Background: an optimization exercise with open tools, aiming at small area. Do not read the settings as production practice. At most, simulation tests tie the RTL to the original design; equivalence was not proved. Function not checked in runs 1 and 2: the RTL went through the layout flow alone. Power figures rest on the tool's default switching activity, not on a simulated workload.

==> design/flow/design.v <==
`default_nettype none
package fifo_net_pkg;
    localparam int DATA_W = 32;                      
    localparam int CTX_W  = 2;                       
    localparam int RESP_W = 22;                      
    localparam logic [7:0] HOST_MAGIC = 8'h77;       
    localparam logic [1:0] TYPE_LOOP  = 2'd2;
    localparam logic [1:0] TYPE_CMD   = 2'd3;
endpackage
`default_nettype wire
`timescale 1ns/10ps
`default_nettype none
module ctl_regs #(
    parameter int VERSION_MAJOR = 0,
    parameter int VERSION_MINOR = 0,
    parameter int DEVICE_ID     = 0
) (
    input  wire                                 clk,
    input  wire                                 rst,
    input  wire                                 i_cmd_valid,     
    input  wire [63:0]                          i_cmd,
    input  wire                                 i_resp_ready,    
    output logic                                o_resp_valid,
    output logic [fifo_net_pkg::RESP_W-1:0]     o_resp
);
    localparam logic [127:0] RW_INIT = 128'hefcd;
    localparam logic [127:0] RO      = {40'd0, 8'(DEVICE_ID), 8'(VERSION_MINOR), 8'(VERSION_MAJOR),
                                        32'd16, 16'h0000, 16'hab89};
    logic [127:0] rw;
    logic [15:0]  addr;
    logic [3:0]   o;
    logic         in_range;
    logic         rd_cmd;
    logic         wr_cmd;
    logic [15:0]  send_cnt;
    logic         cnt_fire;
    logic [15:0]  cnt_dec;
    logic [3:0]   os;                                    
    logic         bs;                                    
    logic [3:0]   ei;
    logic [7:0]   e_val;
    logic [7:0]   o_val;
    logic [7:0]   ed;                                    
    logic [7:0]   od;                                    
    logic [7:0]   e_ro;
    logic [7:0]   o_ro;
    logic [15:0]  rd_data;
    logic [15:0]  lane_en;
    logic [15:0]  lane_de;
    logic [7:0]   v_par [2];
    logic [7:0]   m_par [2];
    logic [7:0]   m_de  [2];
    logic [127:0] de;
    logic [127:0] dv;
    assign addr     = i_cmd[31:16];
    assign o        = addr[3:0];
    assign in_range = (addr[13:4] == 10'd0);
    assign rd_cmd   = i_cmd_valid & i_cmd[12] & ~addr[14];
    assign wr_cmd   = i_cmd_valid & i_cmd[13] & ~addr[14] & addr[15] & in_range;
    assign send_cnt = rw[47:32];
    assign cnt_fire = ~i_cmd_valid & i_resp_ready & rw[17] & (send_cnt != 16'h0000);
    assign cnt_dec  = send_cnt - 16'd1;
    assign os = i_cmd_valid ? o : 4'd4;
    assign bs = i_cmd_valid ? addr[15] : 1'b1;
    assign ei = {1'b0, os[3:1]} + {3'b000, os[0]};
    always_comb begin
        e_val = '0;
        o_val = '0;
        for (int i = 0; i < 8; i++) begin
            ed[i] = (ei == 4'(i));
            od[i] = (os[3:1] == 3'(i));
            e_val = e_val | (rw[16*i +: 8] & {8{bs & ed[i]}});
            o_val = o_val | (rw[16*i + 8 +: 8] & {8{bs & od[i]}});
        end
        e_ro = '0;
        o_ro = '0;
        for (int i = 0; i < 8; i++) begin
            e_ro = e_ro | (RO[16*i +: 8] & {8{~bs & ed[i]}});
            o_ro = o_ro | (RO[16*i + 8 +: 8] & {8{~bs & od[i]}});
        end
    end
    assign rd_data = os[0] ? {e_val | e_ro, o_val | o_ro} : {o_val | o_ro, e_val | e_ro};
    always_comb begin
        for (int b = 0; b < 16; b++) begin
            lane_en[b] = wr_cmd & ((o == 4'(b)) | ((b > 0) && (o == 4'(b - 1))));
            lane_de[b] = lane_en[b] | rst | ((b == 4 || b == 5) && cnt_fire);
        end
    end
    assign v_par[0] = o[0] ? i_cmd[63:56] : i_cmd[55:48];
    assign v_par[1] = o[0] ? i_cmd[55:48] : i_cmd[63:56];
    assign m_par[0] = o[0] ? i_cmd[47:40] : i_cmd[39:32];
    assign m_par[1] = o[0] ? i_cmd[39:32] : i_cmd[47:40];
    assign m_de[0]  = m_par[0] | {8{rst | cnt_fire}};
    assign m_de[1]  = m_par[1] | {8{rst | cnt_fire}};
    always_comb begin
        for (int j = 0; j < 128; j++) begin
            de[j] = lane_de[j / 8] & m_de[(j / 8) % 2][j % 8];
            dv[j] = rst ? RW_INIT[j] : v_par[(j / 8) % 2][j % 8];
            if (j >= 32 && j < 48) begin
                if (!rst && cnt_fire) dv[j] = cnt_dec[j - 32];
            end
        end
    end
    always_ff @(posedge clk) begin
        for (int j = 0; j < 128; j++) begin
            if (de[j]) rw[j] <= dv[j];
        end
    end
    always_ff @(posedge clk) begin
        if (rst) begin
            o_resp_valid <= 1'b0;
        end else begin
            o_resp_valid <= rd_cmd | cnt_fire | (o_resp_valid & ~i_resp_ready);
        end
    end
    always_ff @(posedge clk) begin
        if (i_resp_ready) begin
            if (!i_cmd_valid)   o_resp <= {1'b1, 1'b1, 4'he, rd_data};
            else if (in_range)  o_resp <= {1'b0, addr[15], o, rd_data};
            else                o_resp <= {1'b1, 1'b0, o, rd_data[15:11], addr[15], addr[13:4]};
        end
    end
endmodule
`default_nettype wire
`timescale 1ns/10ps
`default_nettype none
module rx_dispatch #(
    parameter int VERSION_MAJOR = 0,
    parameter int VERSION_MINOR = 0,
    parameter int DEVICE_ID     = 0
) (
    input  wire                                 clk,
    input  wire                                 rst,
    input  wire                                 i_rx_valid,
    input  wire [63:0]                          i_rx_data,
    output logic                                o_rx_ready,
    output logic                                o_loop_valid,
    input  wire                                 i_loop_ready,
    output logic                                o_cmd_valid,
    output logic [fifo_net_pkg::RESP_W-1:0]     o_cmd_data,
    input  wire                                 i_cmd_ready
);
    logic magic_ok;
    logic is_loop;
    logic is_cmd;
    assign magic_ok = (i_rx_data[7:0] == fifo_net_pkg::HOST_MAGIC);
    assign is_loop  = magic_ok & (i_rx_data[9:8] == fifo_net_pkg::TYPE_LOOP);
    assign is_cmd   = magic_ok & (i_rx_data[9:8] == fifo_net_pkg::TYPE_CMD);
    assign o_rx_ready   = is_loop ? i_loop_ready : (is_cmd ? i_cmd_ready : 1'b1);
    assign o_loop_valid = i_rx_valid & is_loop;
    ctl_regs #(
        .VERSION_MAJOR (VERSION_MAJOR),
        .VERSION_MINOR (VERSION_MINOR),
        .DEVICE_ID     (DEVICE_ID)
    ) u_ctl_regs (
        .clk          (clk),
        .rst          (rst),
        .i_cmd_valid  (i_rx_valid & is_cmd & i_cmd_ready),
        .i_cmd        (i_rx_data),
        .i_resp_ready (i_cmd_ready),
        .o_resp_valid (o_cmd_valid),
        .o_resp       (o_cmd_data)
    );
endmodule
`default_nettype wire
`timescale 1ns/10ps
`default_nettype none
module chan_fifo #(
    parameter int W = 34
) (
    input  wire            clk,
    input  wire            rst,
    input  wire            i_wr_valid,
    input  wire  [W-1:0]   i_wr_data,
    output logic           o_wr_ready,
    output logic           o_rd_valid,
    output logic [4*W-1:0] o_mem,            
    output logic [3:0]     o_head,           
    input  wire            i_rd_ready
);
    logic [3:0]   t;
    logic [W-1:0] mem [4];
    logic         push;
    logic         pop;
    assign o_wr_ready = ~t[3];
    assign o_rd_valid = t[0];
    assign o_head     = t & ~{1'b0, t[3:1]};
    for (genvar k = 0; k < 4; k++) begin : g_mem
        assign o_mem[k*W +: W] = mem[k];
    end
    assign push = i_wr_valid & o_wr_ready;
    assign pop  = o_rd_valid & i_rd_ready;
    always_ff @(posedge clk) begin
        if (push) begin
            mem[0] <= i_wr_data;
            mem[1] <= mem[0];
            mem[2] <= mem[1];
            mem[3] <= mem[2];
        end
    end
    always_ff @(posedge clk) begin
        if (rst) begin
            t <= 4'b0000;
        end else if (push & ~pop) begin
            t <= {t[2:0], 1'b1};
        end else if (pop & ~push) begin
            t <= {1'b0, t[3:1]};
        end
    end
endmodule
`default_nettype wire
`timescale 1ns/10ps
`default_nettype none
module tx_arbiter (
    input  wire                               clk,
    input  wire                               rst,
    input  wire                               i_loop_valid,
    input  wire [4*34-1:0]                    i_loop,          
    input  wire [3:0]                         i_loop_head,
    output logic                              o_loop_ready,
    input  wire                               i_cmd_valid,
    input  wire [4*fifo_net_pkg::RESP_W-1:0]  i_cmd,           
    input  wire [3:0]                         i_cmd_head,
    output logic                              o_cmd_ready,
    output logic                              o_tx_valid,
    input  wire                               i_tx_ready,
    output logic [31:0]                       o_tx_data,
    output logic [1:0]                        o_tx_tag,
    output logic [1:0]                        o_tx_ctx
);
    localparam int RW = fifo_net_pkg::RESP_W;
    logic        grant;                                  
    logic        grant_q;
    logic        stall_q;
    logic [3:0]  ls;                                     
    logic [3:0]  cs;                                     
    logic [3:0]  sd;                                     
    logic [3:0]  sa;                                     
    logic        cnt_sel;
    logic [33:0] lv;
    logic [31:0] cv;
    assign grant = stall_q ? grant_q : ~i_loop_valid;
    assign o_loop_ready = i_tx_ready & ~grant;
    assign o_cmd_ready  = i_tx_ready & grant;
    assign o_tx_valid   = grant ? i_cmd_valid : i_loop_valid;
    always_comb begin
        ls      = i_loop_head & {4{~grant}};
        cs      = i_cmd_head & {4{grant}};
        cnt_sel = 1'b0;
        for (int k = 0; k < 4; k++) begin
            sd[k]   = cs[k] & ~(i_cmd[k*RW + 21] & ~i_cmd[k*RW + 20]);
            sa[k]   = cs[k] & i_cmd[k*RW + 21];
            cnt_sel = cnt_sel | (cs[k] & i_cmd[k*RW + 21] & i_cmd[k*RW + 20]);
        end
        lv = '0;
        cv = '0;
        for (int k = 0; k < 4; k++) begin
            lv = lv | (i_loop[k*34 +: 34] & {34{ls[k]}});
            cv[15:0]  = cv[15:0]  | (i_cmd[k*RW +: 16] & {16{sd[k]}});
            cv[19:16] = cv[19:16] | (i_cmd[k*RW + 16 +: 4] & {4{cs[k]}});
            cv[29:20] = cv[29:20] | (i_cmd[k*RW +: 10] & {10{sa[k]}});
            cv[31]    = cv[31] | (i_cmd[k*RW + 20] & cs[k]) | (i_cmd[k*RW + 10] & sa[k]);
        end
        cv[29:20] = cv[29:20] | {10{cnt_sel}};
        cv[30]    = cnt_sel;
    end
    assign o_tx_data = lv[31:0] | cv;
    assign o_tx_ctx  = lv[33:32];
    assign o_tx_tag  = {1'b1, grant};
    always_ff @(posedge clk) begin
        if (rst) begin
            stall_q <= 1'b0;
            grant_q <= 1'b0;
        end else begin
            stall_q <= o_tx_valid & ~i_tx_ready;
            grant_q <= grant;
        end
    end
endmodule
`default_nettype wire
`timescale 1ns/10ps
`default_nettype none
module fifo_net_top #(
    parameter int FIFO_DEPTH    = 4,
    parameter int VERSION_MAJOR = 4,
    parameter int VERSION_MINOR = 14,
    parameter int DEVICE_ID     = 3
) (
    input  wire                                 clk,
    input  wire                                 rst,
    input  wire                                 i_rx_valid,
    output logic                                o_rx_ready,
    input  wire [63:0]                          i_rx_data,
    output logic                                o_tx_valid,
    input  wire                                 i_tx_ready,
    output logic [fifo_net_pkg::DATA_W-1:0]     o_tx_data,
    output logic [1:0]                          o_tx_tag,
    output logic [fifo_net_pkg::CTX_W-1:0]      o_tx_ctx
);
    localparam int RW = fifo_net_pkg::RESP_W;
    logic          loop_in_valid, loop_in_ready;
    logic          cmd_in_valid,  cmd_in_ready;
    logic [RW-1:0] cmd_in;
    logic          loop_valid, loop_ready;
    logic [4*34-1:0] loop_mem;
    logic [3:0]    loop_head;
    logic          cmd_valid,  cmd_ready;
    logic [4*RW-1:0] cmd_mem;
    logic [3:0]    cmd_head;
    rx_dispatch #(
        .VERSION_MAJOR (VERSION_MAJOR),
        .VERSION_MINOR (VERSION_MINOR),
        .DEVICE_ID     (DEVICE_ID)
    ) u_rx_dispatch (
        .clk          (clk),
        .rst          (rst),
        .i_rx_valid   (i_rx_valid),
        .i_rx_data    (i_rx_data),
        .o_rx_ready   (o_rx_ready),
        .o_loop_valid (loop_in_valid),
        .i_loop_ready (loop_in_ready),
        .o_cmd_valid  (cmd_in_valid),
        .o_cmd_data   (cmd_in),
        .i_cmd_ready  (cmd_in_ready)
    );
    chan_fifo #(.W(34)) u_loop_fifo (
        .clk        (clk),
        .rst        (rst),
        .i_wr_valid (loop_in_valid),
        .i_wr_data  ({i_rx_data[11:10], i_rx_data[63:32]}),
        .o_wr_ready (loop_in_ready),
        .o_rd_valid (loop_valid),
        .o_mem      (loop_mem),
        .o_head     (loop_head),
        .i_rd_ready (loop_ready)
    );
    chan_fifo #(.W(RW)) u_cmd_fifo (
        .clk        (clk),
        .rst        (rst),
        .i_wr_valid (cmd_in_valid),
        .i_wr_data  (cmd_in),
        .o_wr_ready (cmd_in_ready),
        .o_rd_valid (cmd_valid),
        .o_mem      (cmd_mem),
        .o_head     (cmd_head),
        .i_rd_ready (cmd_ready)
    );
    tx_arbiter u_tx_arbiter (
        .clk          (clk),
        .rst          (rst),
        .i_loop_valid (loop_valid),
        .i_loop       (loop_mem),
        .i_loop_head  (loop_head),
        .o_loop_ready (loop_ready),
        .i_cmd_valid  (cmd_valid),
        .i_cmd        (cmd_mem),
        .i_cmd_head   (cmd_head),
        .o_cmd_ready  (cmd_ready),
        .o_tx_valid   (o_tx_valid),
        .i_tx_ready   (i_tx_ready),
        .o_tx_data    (o_tx_data),
        .o_tx_tag     (o_tx_tag),
        .o_tx_ctx     (o_tx_ctx)
    );
endmodule
`default_nettype wire
==> design/flow/flow/run.sh <==
#!/bin/bash
# Standard ORFS layout with two changes: port buffers use the smallest buffer,
# and clock tree synthesis builds larger sink clusters without dummy loads.
set -euo pipefail
export BUFFER_PORTS_ARGS="-buffer_cell sky130_fd_sc_hd__buf_1"
export CTS_ARGS="-sink_clustering_enable -repair_clock_nets -dont_use_dummy_load -sink_clustering_size 16 -sink_clustering_max_diameter 80 -buf_list sky130_fd_sc_hd__clkbuf_8"
bash standard.sh > standard.log 2>&1
==> design/flow/standard.sh <==
#!/bin/bash
# synth_recipe.tcl (not shown) runs the flow's synth.tcl, then flattens the netlist and writes it again
# the make line also repeats each setting of config.mk as NAME=value (left out here)
make -C /OpenROAD-flow-scripts/flow DESIGN_CONFIG=/design/flow/config.mk WORK_HOME=/design/flow/orfs CLKGATE_MAP_FILE= SYNTH_SCRIPT=/design/flow/synth_recipe.tcl "${@:-finish}"
==> design/flow/config.mk <==
export PLATFORM = sky130hd
export DESIGN_NAME = fifo_net_top
export DESIGN_NICKNAME = fifo_net_top
export VERILOG_FILES = /design/flow/design.v
export SDC_FILE = /design/flow/constraint.sdc
export NUM_CORES = 4
export LEC_CHECK = 0
export CAP_MARGIN = 20
export CORE_MARGIN = 2
export CORE_UTILIZATION = 60
export SLEW_MARGIN = 20
==> design/flow/constraint.sdc <==
create_clock -name core_clock -period 6.0 [get_ports {clk}]
set_input_delay 1.2000 -clock core_clock [delete_from_list [all_inputs] [get_ports {clk}]]
set_output_delay 1.2000 -clock core_clock [all_outputs]
set_load 0.01 [all_outputs]
==> results.json, run 1 <==
{
  "status": "no timing/DRC/antenna violations",
  "finalCoreUtilization_pct": 65.8,
  "place_ws_ns": 1.04,
  "gp_congestion": 0.936,
  "hold_viol": 0,
  "fin_skew_ns": 0.0998,
  "antenna_found_initial": 0,
  "holdBufCountCts": 0,
  "grtUsageTotal_pct": 29.6,
  "hold_start": "u_rx_dispatch.u_ctl_regs.o_resp[10]",
  "critPathKind": "reg2out",
  "drv_slew": 0,
  "crit_start": "u_cmd_fifo.t[3]",
  "place_area_mm2": 0.0179,
  "clock_latency_ns": 0.62,
  "antenna_cells": 0,
  "cts_tree": "done",
  "ant_nets": 0,
  "hold_path.class": "reg2reg",
  "cp_max_fo": 25,
  "drt-initial-drc-count": 1619,
  "syn_nets": 1372,
  "synthArstFlopShare_pct": 0,
  "viasPerCell": 6.58,
  "dieHeight_um": 173,
  "worstPathRequired_ns": 4.80,
  "rsz0062_at_grt": "no",
  "num_vias": 11600,
  "wl_mm": 44.7,
  "portBuffers": 102,
  "syn_avg_cell_area_um2": 13.1,
  "grt_pass1_wl_mm": 67.3,
  "p_per_area_mw_per_mm2": 257,
  "ys_ff_latch": 385,
  "seq_area_frac_synth_pct": 67.1,
  "clk_pin_slew_ns": 0.10,
  "cts_buffers": 28,
  "htree_levels": 1,
  "core_area_mm2": 0.0279,
  "min_period_ns": 4.89,
  "yosys_warnings": 9,
  "max_cap_violations": 0,
  "route.detailed.drc": 0,
  "first_pass_iters": 8,
  "max_freq_mhz": 204,
  "tightest_slew_ns": 1.14,
  "finalCritPeriodShare_pct": 81.5,
  "synth_cells": 1299,
  "nNetsFinal": 1461,
  "post_cts_resized": 0,
  "hpwl_mm": 30.8,
  "worstSetupStartpointType": "flip-flop",
  "arrival_ns": 3.69,
  "dieArea_mm2": 0.0298,
  "synth_edf_count": 374,
  "netlist_area_mm2": 0.0171,
  "timing.rr.start": "u_rx_dispatch.u_ctl_regs.rw[40]",
  "layout_setup_ws_ns": 1.11,
  "root_buffer": "clkbuf_8",
  "post-cts-setup-buffers": 0,
  "end_kind": "output pin",
  "grt_max_degree": 138,
  "wire_per_inst_um": 25.3,
  "synthToLayoutAreaGrowth_pct": 7.39,
  "pin_count": 106,
  "grt_pass1_vias": 10884,
  "fp-row-count": 61,
  "power_leakage_nw": 5.93,
  "die_x_um": 173,
  "drive_gt1_share_pct": 8.08,
  "clkSinkCount": 385,
  "slew_headroom_pct": 23.6,
  "netlist-cell-type-count": 75,
  "yosys_most_used_dff": "edfxtp_1",
  "design_area_mm2": 0.0183,
  "grt-ovfl-total": 0,
  "cts_buffer_depth": 3,
  "start_util_pct": 61.2,
  "finalSetupViolCount": 0,
  "irDropWorstVdd_mv": 0.158
}
==> power by group <==
group,leakage (nW),internal [mW],switching [mW],total (mW)
Sequential,3.58,3.06,0.0556,3.12
Combinational,2.16,0.120,0.261,0.380
Clock,0.201,0.417,0.790,1.21
Total,5.93,3.60,1.11,4.70
==> through the flow <==
stage / hold WS (ns) / total power, mW / setup TNS (ns) / instances
2_1_floorplan: 0.400 / 3.40 / -0.0582 / 1299
3_3_place_gp: 0.405 / 3.54 / 0 / 1736
3_5_place_dp: 0.405 / 3.55 / 0 / 1736
4_1_cts: 0.377 / 4.72 / 0 / 1764
5_1_grt: 0.379 / 4.86 / 0 / 1764
6_report: 0.396 / 4.70 / 0 / 1764
==> registers in the layout, summed over array words and instances (netlist names) <==
| signal | count |
|---|---|
| u_rx_dispatch.u_ctl_regs.rw | 128 |
| u_cmd_fifo.t | 4 |
| u_cmd_fifo.mem | 88 |
| u_loop_fifo.t | 4 |
| u_rx_dispatch.u_ctl_regs.o_resp | 22 |
| u_tx_arbiter.stall_q | 1 |
| u_tx_arbiter.grant_q | 1 |
| u_loop_fifo.mem | 136 |
| u_rx_dispatch.u_ctl_regs.o_resp_valid | 1 |
==> per-layer routing <==
| layer | GRT usage [%] | wire [um] | vias up |
|---|---|---|---|
| met5 | 0 | 0 | - |
| met4 | 9.58 | 1590 | 0 |
| met3 | 3.83 | 3650 | 82 |
| met2 | 47.2 | 21100 | 602 |
| met1 | 42.9 | 18300 | 5738 |
| li1 | - | - | 5178 |
==> cells in the final DEF (no fill, tap or decap), types with 7 or more instances in the layout <==
master / Yosys / final
edfxtp_1: 374 / 374
nor2_1: 210 / 208
buf_1: 4 / 100
nand2_1: 85 / 84
a22oi_1: 44 / 44
a21oi_1: 43 / 43
nand3_1: 39 / 39
mux2i_1: 37 / 37
a22o_1: 30 / 30
a221oi_1: 30 / 30
buf_4: 2 / 30
nor2b_1: 29 / 28
clkbuf_8: 0 / 28
a222oi_1: 26 / 26
nand2b_1: 20 / 20
nor3_1: 18 / 15
inv_1: 14 / 14
nand4_1: 14 / 14
o31ai_1: 14 / 14
and3_1: 13 / 13
o21ai_0: 13 / 13
a31oi_1: 14 / 13
xnor2_1: 12 / 12
dfxtp_1: 11 / 11
o21ai_1: 10 / 10
mux2_2: 9 / 9
nor4_1: 9 / 9
a211oi_4: 8 / 8
a211oi_2: 8 / 8
and2_1: 6 / 7
a211oi_1: 7 / 7
==> cells in the mapped netlist (3+ instances only) <==
cell | instances | area share [%]
edfxtp_1 | 374 | 66
nor2_1 | 210 | 4.6
nand2_1 | 85 | 1.9
clkbuf_1 | 64 | 1.4
a22oi_1 | 44 | 1.9
a21oi_1 | 43 | 1.3
nand3_1 | 39 | 1.1
mux2i_1 | 37 | 2.2
a221oi_1 | 30 | 1.5
a22o_1 | 30 | 1.5
nor2b_1 | 29 | 1.1
a222oi_1 | 26 | 1.5
nand2b_1 | 20 | 0.73
nor3_1 | 18 | 0.53
a31oi_1 | 14 | 0.51
inv_1 | 14 | 0.31
nand4_1 | 14 | 0.51
o31ai_1 | 14 | 0.62
and3_1 | 13 | 0.48
o21ai_0 | 13 | 0.38
xnor2_1 | 12 | 0.62
dfxtp_1 | 11 | 1.3
o21ai_1 | 10 | 0.29
mux2_2 | 9 | 0.59
nor4_1 | 9 | 0.33
a211oi_2 | 8 | 0.59
a211oi_4 | 8 | 0.94
a211oi_1 | 7 | 0.31
and2_1 | 6 | 0.22
a311oi_1 | 5 | 0.26
a32oi_1 | 5 | 0.26
ha_1 | 5 | 0.37
or4_1 | 5 | 0.22
buf_1 | 4 | 0.088
nor3b_1 | 4 | 0.18
xor2_1 | 4 | 0.21
a2bb2oi_1 | 3 | 0.15
mux4_2 | 3 | 0.40
o22ai_1 | 3 | 0.11
==> final timing paths <==
check | cells after the start | endpoint | slack [ns]
min reg2reg | 0 | u_cmd_fifo.mem[0][10] | 0.40
max reg2reg | 9 | u_rx_dispatch.u_ctl_regs.rw[73] | 1.87
min | 0 | u_cmd_fifo.mem[0][10] | 0.40
max | 9 | o_tx_data[29] | 1.11
==> worst max-delay path, stage by stage (launching register included) <==
cell and delay (ns):
dfxtp_1 0.31, buf_4 0.17, inv_1 0.75, and3_1 0.48
and2_1 0.54, a22o_1 0.24, a221oi_1 0.05, buf_4 0.23
nand4_1 0.12, buf_1 0.17
==> logic make-up (layout without fill, tap and decap cells) <==
logic type | after synthesis | in the layout | share of synthesized area (%)
other | 1 | 1 | 0.0220
multiplexers | 49 | 49 | 3.16
XOR/XNOR | 17 | 17 | 0.983
flip-flops | 385 | 385 | 67.1
AO/OA/AOI/OAI | 285 | 285 | 13.4
buffers and inverters | 90 | 177 | 2.13
AND/OR/NAND/NOR | 467 | 467 | 12.8
adder cells (fa/ha/maj) | 5 | 5 | 0.367
==> area by class of cell <==
class | count | area, um^2
clock buffers | 28 | 385
fillers | 2111 | 9540
inverters | 16 | 60.1
multi-input cells | 824 | 5320
flip-flops and latches | 385 | 11500
well taps | 378 | 473
repair buffers | 133 | 631
==> run 2: changes to the inputs <==
==> design/flow/config.mk (replaced) <==
export PLATFORM = sky130hd
export DESIGN_NAME = fifo_net_top
export DESIGN_NICKNAME = fifo_net_top
export VERILOG_FILES = /design/flow/design.v
export SDC_FILE = /design/flow/constraint.sdc
export NUM_CORES = 4
export LEC_CHECK = 0
export CAP_MARGIN = 0
export CORE_MARGIN = 2
export CORE_UTILIZATION = 75
export SLEW_MARGIN = 0
==> run 2 against run 1 <==
Die area is 20% lower. Worst setup slack worse by 0.084 ns. Register-to-register slack worse by 0.16 ns.
==> results.json, run 2 <==
{
  "seq_area_frac_synth_pct": 67.1,
  "place_ws_ns": 0.811,
  "ys_ff_latch": 385,
  "grt-ovfl-total": 0,
  "grt_util_met2_pct": 57.7,
  "reg_top3": "u_loop_fifo.mem (136), u_rx_dispatch.u_ctl_regs.rw (128), u_cmd_fifo.mem (88)",
  "yosys.area.top_type_share_pct": 65.8,
  "nNetsFinal": 1456,
  "synth_cells": 1299,
  "max_freq_mhz": 201,
  "end_kind": "output pin",
  "netlist_area_mm2": 0.0171,
  "fin_skew_ns": 0.0722,
  "swShare_pct": 23.0,
  "power_leakage_nw": 5.91,
  "max_cap_violations": 0,
  "holdBufCountCts": 0,
  "viasPerCell": 7.10,
  "die_x_um": 155,
  "portBuffers": 102,
  "irDropWorstVdd_mv": 0.220,
  "synthArstFlopShare_pct": 0,
  "pwr-share-clk_pct": 25.0,
  "core_area_mm2": 0.0225,
  "cts_buffers": 28,
  "dieArea_mm2": 0.0240,
  "ant_nets": 0,
  "cts_buffer_depth": 3,
  "clkSinkCount": 385,
  "root_buffer": "clkbuf_8",
  "first_pass_iters": 9,
  "pwr-share-seq_pct": 66.8,
  "busiest_layer": "met2",
  "regMostFlops": "u_loop_fifo.mem",
  "arrival_ns": 3.77,
  "drive_gt1_share_pct": 7.60,
  "mostFrequentLayoutCells": "374 x edfxtp_1, 208 x nor2_1, 100 x buf_1",
  "yosys_most_used_dff": "edfxtp_1",
  "cp_max_fo": 25,
  "grtUsageTotal_pct": 36.2,
  "pin_count": 106,
  "antenna_found_initial": 0,
  "cts_tree": "done",
  "synthToLayoutAreaGrowth_pct": 6.43,
  "comb_power_share_pct": 8.2,
  "hold_viol": 0,
  "netlist-cell-type-count": 75,
  "grt_pass1_vias": 11236,
  "worstSetupStartpointType": "flip-flop",
  "hold_path.class": "reg2reg",
  "critPathKind": "reg2out",
  "post-cts-setup-buffers": 0,
  "worstPathCellList": "inv_1 > and3_1 > and2_1 > a22o_1 > a221oi_1 > buf_4 > nand4_1 > buf_1",
  "num_vias": 11823,
  "clock_latency_ns": 0.60,
  "crit_slowest_cell": "dfxtp_1",
  "finalSetupViolCount": 0,
  "yosys_warnings": 9,
  "grt_max_degree": 129,
  "wl_mm": 43.2,
  "clk_pin_slew_ns": 0.09,
  "htree_levels": 1,
  "p_int_mw": 3.60,
  "layout_setup_ws_ns": 1.03,
  "synth_most_common_cell": "edfxtp_1",
  "grtUsageMet3_pct": 5.60,
  "finalCritPeriodShare_pct": 82.9,
  "synth_common_cells": "374 x edfxtp_1, 210 x nor2_1, 85 x nand2_1",
  "status": "no timing/DRC/antenna violations",
  "drv_slew": 0,
  "yosysTopAreaCell": "edfxtp_1",
  "fp-row-count": 55,
  "dieHeight_um": 155,
  "max_stage_delay_ns": 0.65,
  "synth.area.top_cells": "edfxtp_1 66%, nor2_1 4.6%, mux2i_1 2.2%",
  "hpwl_mm": 30.3,
  "largest_reg_flops": 136,
  "finalCoreUtilization_pct": 80.7,
  "tightest_slew_ns": 1.25,
  "synth_edf_count": 374,
  "grt_pass1_wl_mm": 65.0,
  "grt_use_met1_pct": 51.0,
  "min_period_ns": 4.97,
  "post_cts_resized": 0,
  "syn_nets": 1372,
  "worstPathRequired_ns": 4.80,
  "syn_avg_cell_area_um2": 13.1,
  "p_per_area_mw_per_mm2": 257,
  "antenna_cells": 0,
  "rsz0062_at_grt": "no",
  "start_util_pct": 75.8,
  "mostFrequentLayoutCell": "edfxtp_1",
  "wire_per_inst_um": 25.9,
  "drt-initial-drc-count": 1996,
  "gp_congestion": 1.00,
  "slew_headroom_pct": 16.6,
  "switchingPower_mw": 1.07,
  "route.detailed.drc": 0
}
## run 2: cell type report
type | instances | area (um^2)
clock buffer | 28 | 385
timing repair buffer | 128 | 593
tap | 285 | 357
inverter | 16 | 60.1
multi-input combinational | 824 | 5310
sequential | 385 | 11500
fill | 1269 | 4350
## run 2: metal layers
metal  wire [um]  vias up
li1            -     5169
met1       15900     5631
met2       20300      879
met3        4800      144
met4        2210        0
met5           0        -
## run 2: final timing paths
kind                                       startpoint  cells past startpoint  slack (ns)                                 end
setup / recovery                      u_cmd_fifo.t[3]                      8        1.03                       o_tx_data[29]
hold / removal    u_rx_dispatch.u_ctl_regs.o_resp[12]                      0        0.42               u_cmd_fifo.mem[0][12]
setup reg to reg                      u_cmd_fifo.t[3]                     11        1.71  u_rx_dispatch.u_ctl_regs.o_resp[0]
hold reg to reg   u_rx_dispatch.u_ctl_regs.o_resp[12]                      0        0.42               u_cmd_fifo.mem[0][12]
## run 2: cell families (layout without fill, tap and decap cells)
kind of cell	after synthesis	count (layout)	share of synthesized area, %
AND/OR/NAND/NOR	467	467	12.8
flip-flops	385	385	67.1
AO/OA/AOI/OAI	285	285	13.4
buffers and inverters	90	172	2.13
multiplexers	49	49	3.16
XOR/XNOR	17	17	0.983
adder cells (fa/ha/maj)	5	5	0.367
other	1	1	0.0220
## run 2: per-stage QoR
step	hold slack (ns)	TNS, ns	total power, mW	instances	cell area [um^2]
final	0.420	0	4.67	1666	18200
after global routing	0.418	0	4.78	1666	18200
after CTS	0.403	0	4.66	1666	18200
after detailed placement	0.405	0	3.55	1638	17800
after global placement	0.403	0	3.53	1638	17800
after floorplan	0.400	-0.0582	3.40	1299	17100
## run 2: power by group through the flow
stage               clock network [mW]  logic, mW  registers (mW)
finish                            1.17      0.381            3.12
global route                      1.24      0.405            3.13
CTS                               1.18      0.371            3.12
detailed placement                   0      0.369            3.18
global placement                     0      0.359            3.17
floorplan                            0      0.239            3.16
## run 2: worst max-delay path, delay by kind of cell (launching register included)
kind	cells	cell delay [ns]
AOI/OAI and AO/OA	2	0.52
buffers and inverters	3	1.01
DFF	1	0.65
and+or+nand+nor	3	1.02
==> run 3: changes to the inputs <==
--- a/design/flow/design.v
+++ b/design/flow/design.v
@@ -82,7 +82,7 @@
     assign rd_data = os[0] ? {e_val | e_ro, o_val | o_ro} : {o_val | o_ro, e_val | e_ro};
     always_comb begin
         for (int b = 0; b < 16; b++) begin
-            lane_en[b] = wr_cmd & ((o == 4'(b)) | ((b > 0) && (o == 4'(b - 1))));
+            lane_en[b] = wr_cmd & ((b % 2 == 0) ? ed[b / 2] : od[b / 2]);
             lane_de[b] = lane_en[b] | rst | ((b == 4 || b == 5) && cnt_fire);
         end
     end
==> design/flow/flow/run.sh (replaced) <==
#!/bin/bash
# The standard ORFS layout with three changes:
#  - the liberty mapping step of synthesis uses an area-oriented ABC script (flow/area.abc);
#    everything else in synthesis is the standard flow's own script, so the registers are the same
#  - port buffers use the smallest buffer
#  - clock tree synthesis builds larger sink clusters without dummy loads
# Every tool's output goes to logs under orfs/logs; make's own output to standard.log.
set -euo pipefail
here=$(pwd)
{
  cat <<EOF
proc abc {args} {
  set i [lsearch \$args -script]
  if {\$i >= 0} { lset args [expr {\$i + 1}] $here/flow/area.abc }
  yosys abc {*}\$args
}
EOF
  cat synth_recipe.tcl
} > area_synth.tcl
sed "s#SYNTH_SCRIPT=[^ ]*synth_recipe.tcl#SYNTH_SCRIPT=$here/area_synth.tcl#" standard.sh > area_standard.sh
grep -q "SYNTH_SCRIPT=$here/area_synth.tcl" area_standard.sh
export BUFFER_PORTS_ARGS="-buffer_cell sky130_fd_sc_hd__buf_1"
export CTS_ARGS="-sink_clustering_enable -repair_clock_nets -dont_use_dummy_load -sink_clustering_size 16 -sink_clustering_max_diameter 80 -buf_list sky130_fd_sc_hd__clkbuf_8"
bash area_standard.sh > standard.log 2>&1
==> design/flow/flow/area.abc (new file) <==
strash
dch -f
amap -F 4 -A 10
==> design/flow/config.mk (replaced) <==
export PLATFORM = sky130hd
export DESIGN_NAME = fifo_net_top
export DESIGN_NICKNAME = fifo_net_top
export VERILOG_FILES = /design/flow/design.v
export SDC_FILE = /design/flow/constraint.sdc
export NUM_CORES = 4
export LEC_CHECK = 0
export CAP_MARGIN = 20
export CORE_MARGIN = 2
export CORE_UTILIZATION = 70
export SLEW_MARGIN = 20
==> run 3 against run 2 <==
Area after synthesis is 7.6% lower. Largest power group unchanged. Flip-flop and latch count unchanged. Combinational power grew 25%. Still clean. Maximum frequency shrank 0.45%. Via count decreased by 4.2%. Sequential power hardly changed. Sequential share of layout area grew 3.7 points. Cell area down 5.6%. Cell count decreased by 4.7%. Total power rose by 2.8%.
==> results.json, run 3 <==
{
  "regMostFlops": "u_loop_fifo.mem",
  "num_vias": 11329,
  "reg_top3": "u_loop_fifo.mem (136), u_rx_dispatch.u_ctl_regs.rw (128), u_cmd_fifo.mem (88)",
  "yosys_warnings": 9,
  "clk_pin_slew_ns": 0.09,
  "cts_tree": "done",
  "root_buffer": "clkbuf_8",
  "holdBufCountCts": 0,
  "drv_slew": 0,
  "total_power_mw": 4.80,
  "wl_met1_mm": 14.6,
  "max_cap_violations": 0,
  "worstPathRequired_ns": 6.46,
  "arrival_ns": 5.46,
  "drt-initial-drc-count": 1997,
  "dieArea_mm2": 0.0237,
  "netlist-cell-type-count": 41,
  "synthArstFlopShare_pct": 0,
  "wl_mm": 40.8,
  "htree_levels": 1,
  "fp-row-count": 54,
  "clkSinkCount": 385,
  "irDropWorstVdd_mv": 0.244,
  "die_x_um": 154,
  "synth_edf_count": 374,
  "first_pass_iters": 7,
  "cts_buffers": 28,
  "worstSetupStartpointType": "primary input",
  "start_util_pct": 71.8,
  "routed-wl-met3_mm": 5.32,
  "clock_latency_ns": 0.61,
  "mostFrequentLayoutCell": "edfxtp_1",
  "synthToLayoutAreaGrowth_pct": 8.70,
  "core_area_mm2": 0.0220,
  "ys_ff_latch": 385,
  "hold_viol": 0,
  "layout_setup_ws_ns": 1.00,
  "syn_avg_cell_area_um2": 13.7,
  "max_freq_mhz": 200,
  "yosys_most_used_dff": "edfxtp_1",
  "design_area_mm2": 0.0171,
  "route.detailed.drc": 0,
  "place_area_mm2": 0.0167,
  "ant_nets": 0,
  "synth_common_cells": "374 x edfxtp_1, 201 x nor2_1, 103 x nand2_1",
  "finalCritPeriodShare_pct": 83.3,
  "yosys.area.top_type_share_pct": 71.2,
  "synth.area.top_cells": "edfxtp_1 71%, a222oi_1 6.0%, nor2_1 4.8%",
  "p_per_area_mw_per_mm2": 280,
  "post_cts_resized": 0,
  "dieHeight_um": 154,
  "nNetsFinal": 1383,
  "portBuffers": 102,
  "netlist_area_mm2": 0.0158,
  "max_stage_delay_ns": 0.58,
  "finalSetupViolCount": 0,
  "largest_reg_flops": 136,
  "grt-ovfl-total": 0,
  "power_leakage_nw": 5.49,
  "fin_skew_ns": 0.0767,
  "place_ws_ns": 0.489,
  "min_period_ns": 5.00,
  "pin_count": 106,
  "seq_area_frac_synth_pct": 72.6,
  "tns_ns": 0,
  "synth_cells": 1151,
  "hpwl_mm": 27.9,
  "rsz0062_at_grt": "no",
  "grt_max_degree": 74,
  "cp_top_family": "simple AND/OR/NAND/NOR gates",
  "crit_slowest_cell": "or4b_1",
  "wire_per_inst_um": 25.7,
  "critPathKind": "in2reg",
  "grtUsageTotal_pct": 34.2,
  "antenna_cells": 0,
  "cp_max_fo": 8,
  "finalCoreUtilization_pct": 78.0,
  "syn_nets": 1224,
  "antenna_found_initial": 0,
  "slew_headroom_pct": 26.1,
  "cts_buffer_depth": 3,
  "drive_gt1_share_pct": 5.12,
  "post-cts-setup-buffers": 0,
  "grt_pass1_wl_mm": 61.1,
  "top_layer": "met4",
  "fill_cells": 1372,
  "synth_most_common_cell": "edfxtp_1",
  "gp_congestion": 1.01,
  "tightest_slew_ns": 1.09,
  "hold_path.class": "reg2reg",
  "viasPerCell": 7.13,
  "route.met2.wl_mm": 19.0,
  "grt_pass1_vias": 10733,
  "mostFrequentLayoutCells": "374 x edfxtp_1, 198 x nor2_1, 103 x nand2_1",
  "end_kind": "flip-flop",
  "path_buf_inv": 3,
  "yosysTopAreaCell": "edfxtp_1",
  "status": "no timing/DRC/antenna violations",
  "worstPathCellList": "buf_1 > nand4b_1 > or4b_1 > nor4_1 > buf_4 > clkinv_1 > nor2_1 > ha_1 > ha_1 > o21ai_0 > o21bai_1 > or3_1 > nor2_1 > a222oi_1 > and3_1 > o221ai_1 > o21a_1"
}
run 3: cell types whose count changed after synthesis, sizes merged, moves of 22 or more:
cell / before / now
a222oi: 26 / 94
a22o: 30 / 0
a22oi: 44 / 19
clkbuf: 64 / 0
clkinv: 1 / 95
mux2i: 37 / 0
nor2b: 29 / 7
run 3: worst paths after layout:
check	start	end	slack, ns	cells after the start
setup / recovery	i_rx_data[7]	u_rx_dispatch.u_ctl_regs.o_resp[2]	1.00	17
hold / removal	u_rx_dispatch.u_ctl_regs.o_resp[2]	u_cmd_fifo.mem[0][2]	0.43	0
setup reg to reg	u_cmd_fifo.t[3]	u_rx_dispatch.u_ctl_regs.o_resp[2]	1.91	12
hold reg to reg	u_rx_dispatch.u_ctl_regs.o_resp[2]	u_cmd_fifo.mem[0][2]	0.43	0
run 3: power by group:
part	internal (mW)	switching [mW]
registers	3.08	0.0638
clock network	0.417	0.760
logic	0.149	0.328
total	3.65	1.15
run 3: area by class of cell:
type                       instances  area (um^2)  share of cell area [%]
sequential                       385        11500                    66.8
inverter                          95          357                    2.08
tap                              280          350                    2.04
timing repair buffer             133          616                    3.59
multi-input combinational        667         3980                    23.2
clock buffer                      28          385                    2.25
run 3: stage by stage:
stage                     hold slack, ns  instances
after global routing               0.428       1588
after floorplan                    0.400       1151
final                              0.429       1588
after detailed placement           0.405       1560
after global placement             0.401       1560
after CTS                          0.420       1588
run 3: per-layer routing:
metal / vias to the layer above / global-route usage [%]
met1: 5378 / 47.4
met3: 126 / 6.88
li1: 4909 / -
met5: - / 0
met4: 0 / 15.3
met2: 916 / 53.8
run 3: cell families after synthesis:
| family | after synthesis | synth area share (%) |
|---|---|---|
| fa+ha+maj | 5 | 0.397 |
| compound gates | 255 | 13.4 |
| buf+inv | 99 | 2.41 |
| flops | 385 | 72.6 |
| simple gates | 406 | 11.1 |
| other cells | 1 | 0.0238 |
==> run 4: changes to the inputs <==
--- a/design/flow/flow/run.sh
+++ b/design/flow/flow/run.sh
@@ -20,5 +20,5 @@
 sed "s#SYNTH_SCRIPT=[^ ]*synth_recipe.tcl#SYNTH_SCRIPT=$here/area_synth.tcl#" standard.sh > area_standard.sh
 grep -q "SYNTH_SCRIPT=$here/area_synth.tcl" area_standard.sh
 export BUFFER_PORTS_ARGS="-buffer_cell sky130_fd_sc_hd__buf_1"
-export CTS_ARGS="-sink_clustering_enable -repair_clock_nets -dont_use_dummy_load -sink_clustering_size 16 -sink_clustering_max_diameter 80 -buf_list sky130_fd_sc_hd__clkbuf_8"
+export CTS_ARGS="-sink_clustering_enable -repair_clock_nets -dont_use_dummy_load -sink_clustering_size 30 -sink_clustering_max_diameter 60 -buf_list sky130_fd_sc_hd__clkbuf_16"
 bash area_standard.sh > standard.log 2>&1
==> design/flow/flow/area.abc (replaced) <==
strash
&get -n
&deepsyn -T 30
&put
dc2
dch -f
amap -F 8 -A 20
==> run 4 against run 3 <==
Still clean on timing, DRC and antenna. Cell area increased by 0.28%. Die area is 1.4% lower. Wire length rose by 2.4%. Global-route usage is 1.2 points higher. Flip-flop and latch count is the same. Maximum frequency down 6.8%. Core utilization rose by 0.71 points. Sequential power rose by 3%. Cell count down 2.3%.
==> results.json, run 4 <==
{
  "status": "no timing/DRC/antenna violations",
  "grt_util_met2_pct": 55.8,
  "first_pass_iters": 9,
  "route.detailed.drc": 0,
  "fp-row-count": 54,
  "cts_buffers": 27,
  "synth_edf_count": 374,
  "rsz0062_at_grt": "no",
  "synthXorXnorAreaFrac_pct": 0,
  "drt-initial-drc-count": 1946,
  "end_kind": "output pin",
  "synth_compound_area_share_pct": 13.1,
  "grt_pass1_wl_mm": 62.5,
  "ys_ff_latch": 385,
  "dieHeight_um": 153,
  "seq_area_frac_synth_pct": 73.7,
  "num_vias": 11148,
  "synth_fa_ha_area_share_pct": 0.403,
  "grt_max_degree": 137,
  "max_cap_violations": 0,
  "cts_tree": "done",
  "grt-ovfl-total": 0,
  "power_leakage_nw": 5.54,
  "ant_nets": 0,
  "critPathKind": "reg2out",
  "drv_slew": 0,
  "mostFrequentLayoutCells": "374 x edfxtp_1, 193 x nor2_1, 102 x buf_1",
  "antenna_found_initial": 1,
  "clock_latency_ns": 0.55,
  "cp_max_fo": 12,
  "muxShareOfSynthArea_pct": 0,
  "cts_buffer_depth": 3,
  "synthArstFlopShare_pct": 0,
  "yosys_warnings": 9,
  "grtUsageTotal_pct": 35.4,
  "worstPathRequired_ns": 4.80,
  "grt_pass1_vias": 10782,
  "busiest_layer": "met2",
  "hold_viol": 0,
  "post-cts-setup-buffers": 0,
  "rrSetupSlack_ns": 0.72,
  "post_cts_resized": 0,
  "yosys.area.top_type_share_pct": 72.3,
  "p_per_area_mw_per_mm2": 326,
  "viasPerCell": 7.19,
  "yosysTopAreaCell": "edfxtp_1",
  "gp_congestion": 0.970,
  "wire_per_inst_um": 26.9,
  "reg_top3": "u_loop_fifo.mem (136), u_rx_dispatch.u_ctl_regs.rw (128), u_cmd_fifo.mem (88)",
  "design_area_mm2": 0.0172,
  "netlist_area_mm2": 0.0155,
  "pin_count": 106,
  "htree_levels": 1,
  "holdBufCountCts": 0,
  "finalSetupViolCount": 0,
  "grtUsageMet3_pct": 8.00,
  "slew_headroom_pct": 28.1,
  "hold_path.class": "reg2reg",
  "mostFrequentLayoutCell": "edfxtp_1",
  "finalCritPeriodShare_pct": 89.3,
  "finalCoreUtilization_pct": 78.7,
  "regMostFlops": "u_loop_fifo.mem",
  "synth.area.top_cells": "edfxtp_1 72%, a222oi_1 5.9%, nor2_1 4.7%",
  "yosys_most_used_dff": "edfxtp_1",
  "die_x_um": 153,
  "irDropWorstVdd_mv": 0.254,
  "netlist-cell-type-count": 37,
  "drive_gt1_share_pct": 4.96,
  "place_area_mm2": 0.0165,
  "syn_avg_cell_area_um2": 13.9,
  "hold_slack_ns": 0.420,
  "arrival_ns": 4.16,
  "synth_cells": 1120,
  "min_period_ns": 5.36,
  "synth_top_family_by_area": "compound AO/OA/AOI/OAI gates",
  "grt_use_met1_pct": 47.5,
  "tightest_slew_ns": 1.07,
  "synth_most_common_cell": "edfxtp_1",
  "max_freq_mhz": 187,
  "synthToLayoutAreaGrowth_pct": 10.6,
  "syn_nets": 1193,
  "portBuffers": 102,
  "synth_common_cells": "374 x edfxtp_1, 194 x nor2_1, 92 x nand2_1",
  "worstSetupStartpointType": "flip-flop",
  "clkSinkCount": 385,
  "start_util_pct": 71.2,
  "core_area_mm2": 0.0218,
  "hpwl_mm": 28.0,
  "nNetsFinal": 1345,
  "fill_cells": 1283,
  "root_buffer": "clkbuf_16",
  "clk_pin_slew_ns": 0.08,
  "fin_skew_ns": 0.0498,
  "wl_mm": 41.8,
  "largest_reg_flops": 136,
  "synthSimpleGateAreaFrac_pct": 10.7,
  "dieArea_mm2": 0.0234
}
## run 4: metrics by stage
step / instances / power, mW / setup slack [ns] / setup TNS, ns
2_1_floorplan: 1120 / 3.71 / -0.0378 / -0.0976
4_1_cts: 1550 / 5.59 / 0.718 / 0
3_3_place_gp: 1523 / 4.00 / 0.685 / 0
5_1_grt: 1551 / 5.76 / 0.405 / 0
3_5_place_dp: 1523 / 4.04 / 0.559 / 0
6_report: 1551 / 5.60 / 0.641 / 0
## run 4: report_power, final
group          internal [mW]  total (mW)  switching (mW)
registers               3.16        3.26          0.0934
clock network          0.792        1.60           0.809
logic                  0.232       0.743           0.511
## run 4: area by class of cell
class | instances | area, um^2 | share of cell area [%]
diodes | 1 | 2.50 | 0.0146
flip-flops and latches | 385 | 11500 | 66.6
well taps | 280 | 350 | 2.04
multi-input cells | 649 | 3810 | 22.2
repair buffers | 127 | 583 | 3.39
inverters | 82 | 310 | 1.81
clock buffers | 27 | 676 | 3.93
## run 4: cell families after synthesis
logic type               count (synthesis)
AND/OR/NAND/NOR                        384
flip-flops                             385
buffers and inverters                   86
adder cells (fa/ha/maj)                  5
AO/OA/AOI/OAI                          259
other                                    1
## run 4: layer usage
layer | up-vias | wire length (um)
li1 | 4790 | -
met1 | 5309 | 14300
met2 | 895 | 19700
met3 | 154 | 5490
met4 | 0 | 2300
met5 | - | 0
## run 4: critical path: stages (launching register included)
cell,delay [ns]
dfxtp_1,0.34
clkinv_1,0.08
o22ai_1,0.54
clkinv_1,0.38
nor2_1,0.54
clkinv_1,0.22
nor2_1,0.15
buf_4,0.26
nor2_1,0.06
o21ai_0,0.17
buf_4,0.18
clkinv_1,0.28
nand4b_1,0.25
buf_1,0.17
## run 4: path summary, 6_finish.rpt
check / start / end / cells after the start
worst min register to register: u_rx_dispatch.u_ctl_regs.o_resp[10] / u_cmd_fifo.mem[0][10] / 0
worst max-delay path: u_tx_arbiter.grant_q / o_tx_data[26] / 13
worst min-delay path: u_rx_dispatch.u_ctl_regs.o_resp[10] / u_cmd_fifo.mem[0][10] / 0
worst max register to register: u_rx_dispatch.u_ctl_regs.rw[32] / u_rx_dispatch.u_ctl_regs.rw[93] / 16
==> run 5: changes to the inputs <==
--- a/design/flow/flow/run.sh
+++ b/design/flow/flow/run.sh
@@ -20,5 +20,5 @@
 sed "s#SYNTH_SCRIPT=[^ ]*synth_recipe.tcl#SYNTH_SCRIPT=$here/area_synth.tcl#" standard.sh > area_standard.sh
 grep -q "SYNTH_SCRIPT=$here/area_synth.tcl" area_standard.sh
 export BUFFER_PORTS_ARGS="-buffer_cell sky130_fd_sc_hd__buf_1"
-export CTS_ARGS="-sink_clustering_enable -repair_clock_nets -dont_use_dummy_load -sink_clustering_size 30 -sink_clustering_max_diameter 60 -buf_list sky130_fd_sc_hd__clkbuf_16"
+export CTS_ARGS="-sink_clustering_enable -repair_clock_nets -dont_use_dummy_load -sink_clustering_size 30 -sink_clustering_max_diameter 100 -buf_list sky130_fd_sc_hd__clkbuf_16"
 bash area_standard.sh > standard.log 2>&1
==> run 5 against run 4 <==
Still clean. Non-clock buffer count did not move. Combinational power is essentially flat. Clock power fell by 23%. Core utilization decreased by 1.3 points. Area after synthesis unchanged. Cell count decreased by 0.71%. Global-route usage down 0.12 points. Register-to-register slack improved by 0.08 ns. Clock skew down 0.028 ns. Synthesized cell count unchanged. Sequential power hardly changed. Critical path type unchanged. Critical endpoint unchanged. Highest routed layer unchanged.
==> results.json, run 5 <==
{
  "status": "no timing/DRC/antenna violations",
  "reg2reg_depth": 16,
  "ys_ff_latch": 385,
  "cp_max_fo": 12,
  "worstPathCellList": "clkinv_1 > o22ai_1 > clkinv_1 > nor2_1 > clkinv_1 > nor2_1 > buf_4 > nor2_1 > o21ai_0 > buf_4 > clkinv_1 > nand4b_1 > buf_1",
  "fill_cells": 1323,
  "dieArea_mm2": 0.0234,
  "hold_slack_ns": 0.432,
  "tns_ns": 0,
  "die_x_um": 153,
  "cts_tree": "done",
  "max_freq_mhz": 187,
  "first_pass_iters": 10,
  "viasPerCell": 7.24,
  "crit_top_cell": "clkinv_1",
  "drt-initial-drc-count": 2038,
  "netlist_area_mm2": 0.0155,
  "grt_max_degree": 137,
  "rsz0062_at_grt": "no",
  "synth_most_common_cell": "edfxtp_1",
  "htree_levels": 1,
  "gp_congestion": 0.970,
  "portBuffers": 102,
  "yosys_most_used_dff": "edfxtp_1",
  "slew_headroom_pct": 28.2,
  "wire_per_inst_um": 27.2,
  "fin_skew_ns": 0.0219,
  "hold_depth": 0,
  "synth_cells": 1120,
  "reg_top3": "u_loop_fifo.mem (136), u_rx_dispatch.u_ctl_regs.rw (128), u_cmd_fifo.mem (88)",
  "power_leakage_nw": 5.40,
  "post_cts_resized": 0,
  "yosys.area.top_type_share_pct": 72.3,
  "finalSetupViolCount": 0,
  "worstSetupStartpointType": "flip-flop",
  "design_area_mm2": 0.0169,
  "synth.area.top_cells": "edfxtp_1 72%, a222oi_1 5.9%, nor2_1 4.7%",
  "holdPathEnd": "u_cmd_fifo.mem[0][19]",
  "clock_latency_ns": 0.51,
  "irDropWorstVdd_mv": 0.314,
  "hpwl_mm": 28.0,
  "max_stage_delay_ns": 0.54,
  "wl_mm": 41.8,
  "cts_buffers": 16,
  "synth_edf_count": 374,
  "finalCritPeriodShare_pct": 89.1,
  "place_ws_ns": 0.559,
  "p_per_area_mw_per_mm2": 309,
  "antenna_found_initial": 1,
  "grtUsageTotal_pct": 35.3,
  "total_power_mw": 5.23,
  "arrival_ns": 4.15,
  "clkSinkCount": 385,
  "synthArstFlopShare_pct": 0,
  "fp-row-count": 54,
  "syn_avg_cell_area_um2": 13.9,
  "cts_buffer_depth": 3,
  "regMostFlops": "u_loop_fifo.mem",
  "worstPathRequired_ns": 4.80,
  "tightest_slew_ns": 1.07,
  "start_util_pct": 71.2,
  "core_area_mm2": 0.0218,
  "synthToLayoutAreaGrowth_pct": 8.81,
  "mostFrequentLayoutCell": "edfxtp_1",
  "route.detailed.drc": 0,
  "layout_setup_ws_ns": 0.653,
  "syn_nets": 1193,
  "drive_gt1_share_pct": 4.13,
  "dieHeight_um": 153,
  "crit_slowest_cell": "o22ai_1",
  "critPathKind": "reg2out",
  "yosys_warnings": 9,
  "num_vias": 11151,
  "min_period_ns": 5.35,
  "nNetsFinal": 1334,
  "root_buffer": "clkbuf_16",
  "rrSetupSlack_ns": 0.80,
  "synth_common_cells": "374 x edfxtp_1, 194 x nor2_1, 92 x nand2_1",
  "grt_pass1_wl_mm": 62.1,
  "largest_reg_flops": 136,
  "max_cap_violations": 0,
  "mostFrequentLayoutCells": "374 x edfxtp_1, 193 x nor2_1, 102 x buf_1",
  "seq_area_frac_synth_pct": 73.7,
  "yosysTopAreaCell": "edfxtp_1",
  "end_kind": "output pin",
  "hold_viol": 0,
  "grt_pass1_vias": 10674,
  "timing.rr.start": "u_rx_dispatch.u_ctl_regs.rw[32]",
  "place_area_mm2": 0.0165,
  "post-cts-setup-buffers": 0,
  "netlist-cell-type-count": 37,
  "clk_pin_slew_ns": 0.11,
  "holdBufCountCts": 0,
  "hold_start": "u_rx_dispatch.u_ctl_regs.o_resp[19]",
  "hold_path.class": "reg2reg",
  "regToRegEndpoint": "u_rx_dispatch.u_ctl_regs.rw[120]",
  "drv_slew": 0,
  "ant_nets": 0,
  "grt-ovfl-total": 0,
  "pin_count": 106
}
## run 5: changes by cell type in the layout (fill, tap and decap cells not counted), sizes merged
cell / previous run / this run
clkbuf: 27 / 16
## run 5: cells by family after synthesis
group	after synthesis	share of synthesized area [%]
adders and majority gates	5	0.403
and+or+nand+nor	384	10.7
buffers and inverters	86	2.13
AOI/OAI and AO/OA	259	13.1
DFF	385	73.7
other	1	0.0241
## run 5: area by class of cell
class                   instances  area (um^2)  area share [%]
diodes                          1         2.50          0.0148
clock buffers                  16          400            2.37
inverters                      82          310            1.84
multi-input cells             649         3810            22.5
flip-flops and latches        385        11500            67.7
well taps                     280          350            2.07
repair buffers                127          583            3.45
## run 5: routing by layer
layer / share of wire [%] / GRT usage (%)
met1: 34 / 47.1
met2: 48 / 56.3
met3: 13 / 7.40
met4: 5.3 / 17.6
met5: 0 / 0
## run 5: worst max path at each step
stage	start	to	slack [ns]
2_1_floorplan	i_rx_data[3]	u_loop_fifo.t[3]	-0.04
3_3_place_gp	i_rx_data[3]	u_rx_dispatch.u_ctl_regs.o_resp[2]	0.68
3_5_place_dp	i_rx_data[3]	u_rx_dispatch.u_ctl_regs.o_resp[2]	0.56
4_1_cts	u_tx_arbiter.grant_q	o_tx_data[26]	0.77
5_1_grt	u_rx_dispatch.u_ctl_regs.rw[32]	u_rx_dispatch.u_ctl_regs.rw[63]	0.46
6_report	u_tx_arbiter.grant_q	o_tx_data[26]	0.65
## run 5: worst max-delay path: cells and delay by family, from the launching register on
| family | cells | cell delay (ns) |
|---|---|---|
| DFF | 1 | 0.35 |
| and+or+nand+nor | 4 | 1.02 |
| buffers and inverters | 7 | 1.56 |
| AOI/OAI and AO/OA | 2 | 0.70 |
## run 5: where the power goes
part	total (mW)	switching, mW	internal (mW)	leakage [nW]
combinational	0.744	0.512	0.232	1.60
sequential	3.25	0.0936	3.16	3.61
clock	1.23	0.745	0.486	0.197
total	5.23	1.35	3.88	5.40
## run 5: through the flow
stage,util [%],cells
floorplan,-,1120
global placement,75.6,1523
detailed placement,75.6,1523
CTS,77.5,1539
global route,77.5,1540
finish,77.5,1540
==> run 6: changes to the inputs <==
==> design/flow/flow/area.abc (replaced) <==
strash
&get -n
&deepsyn -J 20 -T 100
&put
dc2
dch -f
amap -F 8 -A 20
==> run 6 against run 5 <==
Sequential share of layout area unchanged. Register-to-register slack about the same. First-iteration DRC count unchanged. Wire length unchanged. Count of clock-buffer cells in the layout unchanged. Core utilization unchanged. Non-clock buffer count unchanged. Global-route usage unchanged. Via count unchanged. Combinational power about the same. Critical path type unchanged.
==> results.json, run 6 <==
{
  "rsz0062_at_grt": "no",
  "antenna_found_initial": 1,
  "yosys_most_used_dff": "edfxtp_1",
  "top_layer": "met4",
  "synth_cells": 1120,
  "min_period_ns": 5.35,
  "slew_headroom_pct": 28.2,
  "dieArea_mm2": 0.0234,
  "regMostFlops": "u_loop_fifo.mem",
  "syn_avg_cell_area_um2": 13.9,
  "grt_max_degree": 137,
  "synthArstFlopShare_pct": 0,
  "fin_skew_ns": 0.0219,
  "wl_met1_mm": 14.2,
  "nNetsFinal": 1334,
  "yosys_warnings": 9,
  "design_area_mm2": 0.0169,
  "finalCoreUtilization_pct": 77.5,
  "syn_nets": 1193,
  "route.met2.wl_mm": 20.1,
  "die_x_um": 153,
  "hpwl_mm": 28.0,
  "netlist_area_mm2": 0.0155,
  "root_buffer": "clkbuf_16",
  "reg_top3": "u_loop_fifo.mem (136), u_rx_dispatch.u_ctl_regs.rw (128), u_cmd_fifo.mem (88)",
  "clk_pin_slew_ns": 0.11,
  "power_leakage_nw": 5.40,
  "post-cts-setup-buffers": 0,
  "cp_max_fo": 12,
  "arrival_ns": 4.15,
  "holdBufCountCts": 0,
  "htree_levels": 1,
  "synth_common_cells": "374 x edfxtp_1, 194 x nor2_1, 92 x nand2_1",
  "fill_cells": 1323,
  "max_freq_mhz": 187,
  "core_area_mm2": 0.0218,
  "cts_buffer_depth": 3,
  "hold_path.class": "reg2reg",
  "tns_ns": 0,
  "hold_viol": 0,
  "mostFrequentLayoutCells": "374 x edfxtp_1, 193 x nor2_1, 102 x buf_1",
  "wl_mm": 41.8,
  "first_pass_iters": 10,
  "routed-wl-met3_mm": 5.29,
  "ys_ff_latch": 385,
  "synth.area.top_cells": "edfxtp_1 72%, a222oi_1 5.9%, nor2_1 4.7%",
  "num_vias": 11151,
  "cts_buffers": 16,
  "clkSinkCount": 385,
  "drt-initial-drc-count": 2038,
  "pin_count": 106,
  "drive_gt1_share_pct": 4.13,
  "synthToLayoutAreaGrowth_pct": 8.81,
  "seq_area_frac_synth_pct": 73.7,
  "p_per_area_mw_per_mm2": 309,
  "ant_nets": 0,
  "status": "no timing/DRC/antenna violations",
  "grt-ovfl-total": 0,
  "max_cap_violations": 0,
  "post_cts_resized": 0,
  "gp_congestion": 0.970,
  "route.detailed.drc": 0,
  "critPathKind": "reg2out",
  "grt_pass1_vias": 10674,
  "viasPerCell": 7.24,
  "largest_reg_flops": 136,
  "tightest_slew_ns": 1.07,
  "end_kind": "output pin",
  "grtUsageTotal_pct": 35.3,
  "finalSetupViolCount": 0,
  "irDropWorstVdd_mv": 0.314,
  "worstPathRequired_ns": 4.80,
  "dieHeight_um": 153,
  "yosys.area.top_type_share_pct": 72.3,
  "yosysTopAreaCell": "edfxtp_1",
  "finalCritPeriodShare_pct": 89.1,
  "fp-row-count": 54,
  "start_util_pct": 71.2,
  "mostFrequentLayoutCell": "edfxtp_1",
  "synth_edf_count": 374,
  "total_power_mw": 5.23,
  "cts_tree": "done",
  "place_area_mm2": 0.0165,
  "grt_pass1_wl_mm": 62.1,
  "clock_latency_ns": 0.51,
  "portBuffers": 102,
  "drv_slew": 0,
  "worstSetupStartpointType": "flip-flop",
  "netlist-cell-type-count": 37,
  "wire_per_inst_um": 27.2,
  "synth_most_common_cell": "edfxtp_1"
}
-- run 6: cell counts after synthesis --
Identical to the previous run, type by type.
-- run 6: critical path, cell delays in order, from the launching register on --
cell	delay, ns
dfxtp_1	0.35
clkinv_1	0.08
o22ai_1	0.54
clkinv_1	0.38
nor2_1	0.54
clkinv_1	0.22
nor2_1	0.15
buf_4	0.25
nor2_1	0.06
o21ai_0	0.16
buf_4	0.17
clkinv_1	0.29
nand4b_1	0.27
buf_1	0.17
-- run 6: path summary, 6_finish.rpt --
path                                            to  slack, ns  cells past startpoint                           startpoint
hold reg to reg              u_cmd_fifo.mem[0][19]       0.43                      0  u_rx_dispatch.u_ctl_regs.o_resp[19]
setup / recovery                     o_tx_data[26]       0.65                     13                 u_tx_arbiter.grant_q
setup reg to reg  u_rx_dispatch.u_ctl_regs.rw[120]       0.80                     16      u_rx_dispatch.u_ctl_regs.rw[32]
hold / removal               u_cmd_fifo.mem[0][19]       0.43                      0  u_rx_dispatch.u_ctl_regs.o_resp[19]
-- run 6: cell type report --
cell class,count,area [um^2],area share [%]
Timing Repair Buffer,127,583,3.45
Clock buffer,16,400,2.37
Antenna cell,1,2.50,0.0148
Tap cell,280,350,2.07
Inverter,82,310,1.84
Multi-Input combinational cell,649,3810,22.5
Sequential cell,385,11500,67.7
-- run 6: stage by stage --
stage	hold slack [ns]	setup WS (ns)	instances
floorplan	0.400	-0.0378	1120
global placement	0.403	0.685	1523
detailed placement	0.406	0.559	1523
CTS	0.431	0.766	1539
global route	0.434	0.459	1540
finish	0.432	0.653	1540
-- run 6: power by group --
part           internal (mW)  switching (mW)
Combinational          0.232           0.512
Sequential              3.16          0.0936
Clock                  0.486           0.745
-- run 6: cells by family after synthesis --
| logic type | synth area share [%] |
|---|---|
| flip-flops | 73.7 |
| AND/OR/NAND/NOR | 10.7 |
| AO/OA/AOI/OAI | 13.1 |
| buffers and inverters | 2.13 |
| adder cells (fa/ha/maj) | 0.403 |
| other | 0.0241 |
-- run 6: per-layer routing --
layer	vias to the layer above	global-route usage, %
met3	149	7.40
met5	-	0
li1	4754	-
met2	937	56.3
met1	5311	47.1
met4	0	17.6
==> run 7: changes to the inputs <==
--- a/design/flow/flow/run.sh
+++ b/design/flow/flow/run.sh
@@ -20,5 +20,5 @@
 sed "s#SYNTH_SCRIPT=[^ ]*synth_recipe.tcl#SYNTH_SCRIPT=$here/area_synth.tcl#" standard.sh > area_standard.sh
 grep -q "SYNTH_SCRIPT=$here/area_synth.tcl" area_standard.sh
 export BUFFER_PORTS_ARGS="-buffer_cell sky130_fd_sc_hd__buf_1"
-export CTS_ARGS="-sink_clustering_enable -repair_clock_nets -dont_use_dummy_load -sink_clustering_size 30 -sink_clustering_max_diameter 100 -buf_list sky130_fd_sc_hd__clkbuf_16"
+export CTS_ARGS="-sink_clustering_enable -repair_clock_nets -dont_use_dummy_load -sink_clustering_size 14 -sink_clustering_max_diameter 60 -buf_list sky130_fd_sc_hd__clkbuf_8"
 bash area_standard.sh > standard.log 2>&1
==> design/flow/flow/area.abc (replaced) <==
strash
&get -n
&deepsyn -T 30
&put
dc2
dch -f
amap -F 8 -A 20
==> run 7 against run 6 <==
Worst setup slack better by 0.0087 ns. Highest routed layer unchanged. Hold slack worse by 0.022 ns. First-iteration DRC count down 2.6%. Cell area up 0.41%. Wire length up 0.50%. Still clean on timing, DRC and antenna. Cell count up 1.2%. Total power up 1.4%. Combinational power down 0.5%. Largest power group unchanged. Register-to-register slack worse by 0.02 ns. Clock skew up 0.024 ns. Critical path depth unchanged. Critical endpoint unchanged. Maximum frequency up 0.16%.
==> results.json, run 7 <==
{
  "clkSinkCount": 385,
  "gp_congestion": 0.970,
  "holdBufCountCts": 0,
  "fp-row-count": 54,
  "irDropWorstVdd_mv": 0.209,
  "p_per_area_mw_per_mm2": 312,
  "grt-ovfl-total": 0,
  "tightest_slew_ns": 1.04,
  "antenna_found_initial": 1,
  "layout_setup_ws_ns": 0.662,
  "ant_nets": 0,
  "portBuffers": 102,
  "hold_viol": 0,
  "finalCritPeriodShare_pct": 89.0,
  "final_cell_count_no_fill": 1559,
  "post_cts_resized": 0,
  "clock_latency_ns": 0.56,
  "hold_start": "u_rx_dispatch.u_ctl_regs.o_resp[17]",
  "mostFrequentLayoutCells": "374 x edfxtp_1, 193 x nor2_1, 102 x buf_1",
  "drv_slew": 0,
  "grtUsageMet3_pct": 7.26,
  "status": "no timing/DRC/antenna violations",
  "seq_area_frac_synth_pct": 73.7,
  "start_util_pct": 71.2,
  "regMostFlops": "u_loop_fifo.mem",
  "ys_ff_latch": 385,
  "num_vias": 11204,
  "synth_cells": 1120,
  "wl_mm": 42.0,
  "netlist-cell-type-count": 37,
  "die_x_um": 153,
  "synth_edf_count": 374,
  "drt-initial-drc-count": 1986,
  "critPathKind": "reg2out",
  "cts_buffers": 34,
  "core_area_mm2": 0.0218,
  "wire_per_inst_um": 27.0,
  "worstPathRequired_ns": 4.80,
  "grt_use_met1_pct": 48.2,
  "mostFrequentLayoutCell": "edfxtp_1",
  "place_ws_ns": 0.559,
  "hpwl_mm": 28.0,
  "fill_cells": 1337,
  "busiest_layer": "met2",
  "hold_path.class": "reg2reg",
  "post-cts-setup-buffers": 0,
  "drive_gt1_share_pct": 5.48,
  "crit_path_end": "o_tx_data[26]",
  "yosys_most_used_dff": "edfxtp_1"
}
## run 7: cell counts after synthesis
No cell type changed its count.
## run 7: how the worst min path moves through the flow
stage / to / slack [ns] / cells past startpoint
final: u_cmd_fifo.mem[0][17] / 0.41 / 0
after global routing: u_cmd_fifo.mem[0][17] / 0.41 / 0
after CTS: u_cmd_fifo.mem[0][20] / 0.40 / 0
after floorplan: u_cmd_fifo.mem[0][0] / 0.40 / 0
after detailed placement: u_cmd_fifo.mem[0][21] / 0.41 / 0
after global placement: u_cmd_fifo.mem[0][4] / 0.40 / 0
## run 7: through the flow
| stage | TNS, ns | instance area [um^2] | power, mW | hold WS, ns | util, % |
|---|---|---|---|---|---|
| after floorplan | -0.0976 | 15600 | 3.71 | 0.400 | - |
| after global placement | 0 | 16500 | 4.00 | 0.403 | 75.6 |
| after detailed placement | 0 | 16500 | 4.04 | 0.406 | 75.6 |
| after CTS | 0 | 17000 | 5.29 | 0.401 | 77.8 |
| after global routing | 0 | 17000 | 5.45 | 0.410 | 77.8 |
| final | 0 | 17000 | 5.30 | 0.410 | 77.8 |
## run 7: cell families (layout without fill, tap and decap cells)
family                     Yosys count  after routing  synth area share (%)
DFF                                385            385                  73.7
adders and majority gates            5              5                 0.403
buffers and inverters               86            243                  2.13
AOI/OAI and AO/OA                  259            259                  13.1
and+or+nand+nor                    384            384                  10.7
other                                1              3                0.0241
## run 7: metal layers
metal / vias to the layer above / routed length (um) / part of all wire [%]
li1: 4783 / - / -
met1: 5358 / 14500 / 34
met2: 916 / 19700 / 47
met3: 147 / 5470 / 13
met4: 0 / 2390 / 5.7
met5: - / 0 / 0
## run 7: layout make-up
type | instances | area, um^2 | area share, %
inverter | 82 | 310 | 1.83
tap | 280 | 350 | 2.06
antenna | 2 | 5.00 | 0.0295
clock buffer | 34 | 468 | 2.76
multi-input combinational | 649 | 3810 | 22.4
timing repair buffer | 127 | 583 | 3.43
sequential | 385 | 11500 | 67.4
## run 7: worst max-delay path, cell delays in order (launching register included)
cell and delay [ns]:
dfxtp_1 0.34, clkinv_1 0.08, o22ai_1 0.55, clkinv_1 0.39, nor2_1 0.52, clkinv_1 0.21, nor2_1 0.14, buf_4 0.25
nor2_1 0.06, o21ai_0 0.16, buf_4 0.17, clkinv_1 0.27, nand4b_1 0.25, buf_1 0.17
## run 7: power breakdown
part | switching, mW | internal, mW | total (mW)
clock | 0.800 | 0.510 | 1.31
combinational | 0.509 | 0.232 | 0.740
sequential | 0.0927 | 3.16 | 3.25

Re-timed with assumed drivers on the ports (clkbuf_16 on the clock, buf_2 on other inputs), run 7 has 0.613 ns of setup slack against 0.662 ns with ideal ports, and 0.388 ns once port delays also move by the mid clock arrival of 0.583 ns.
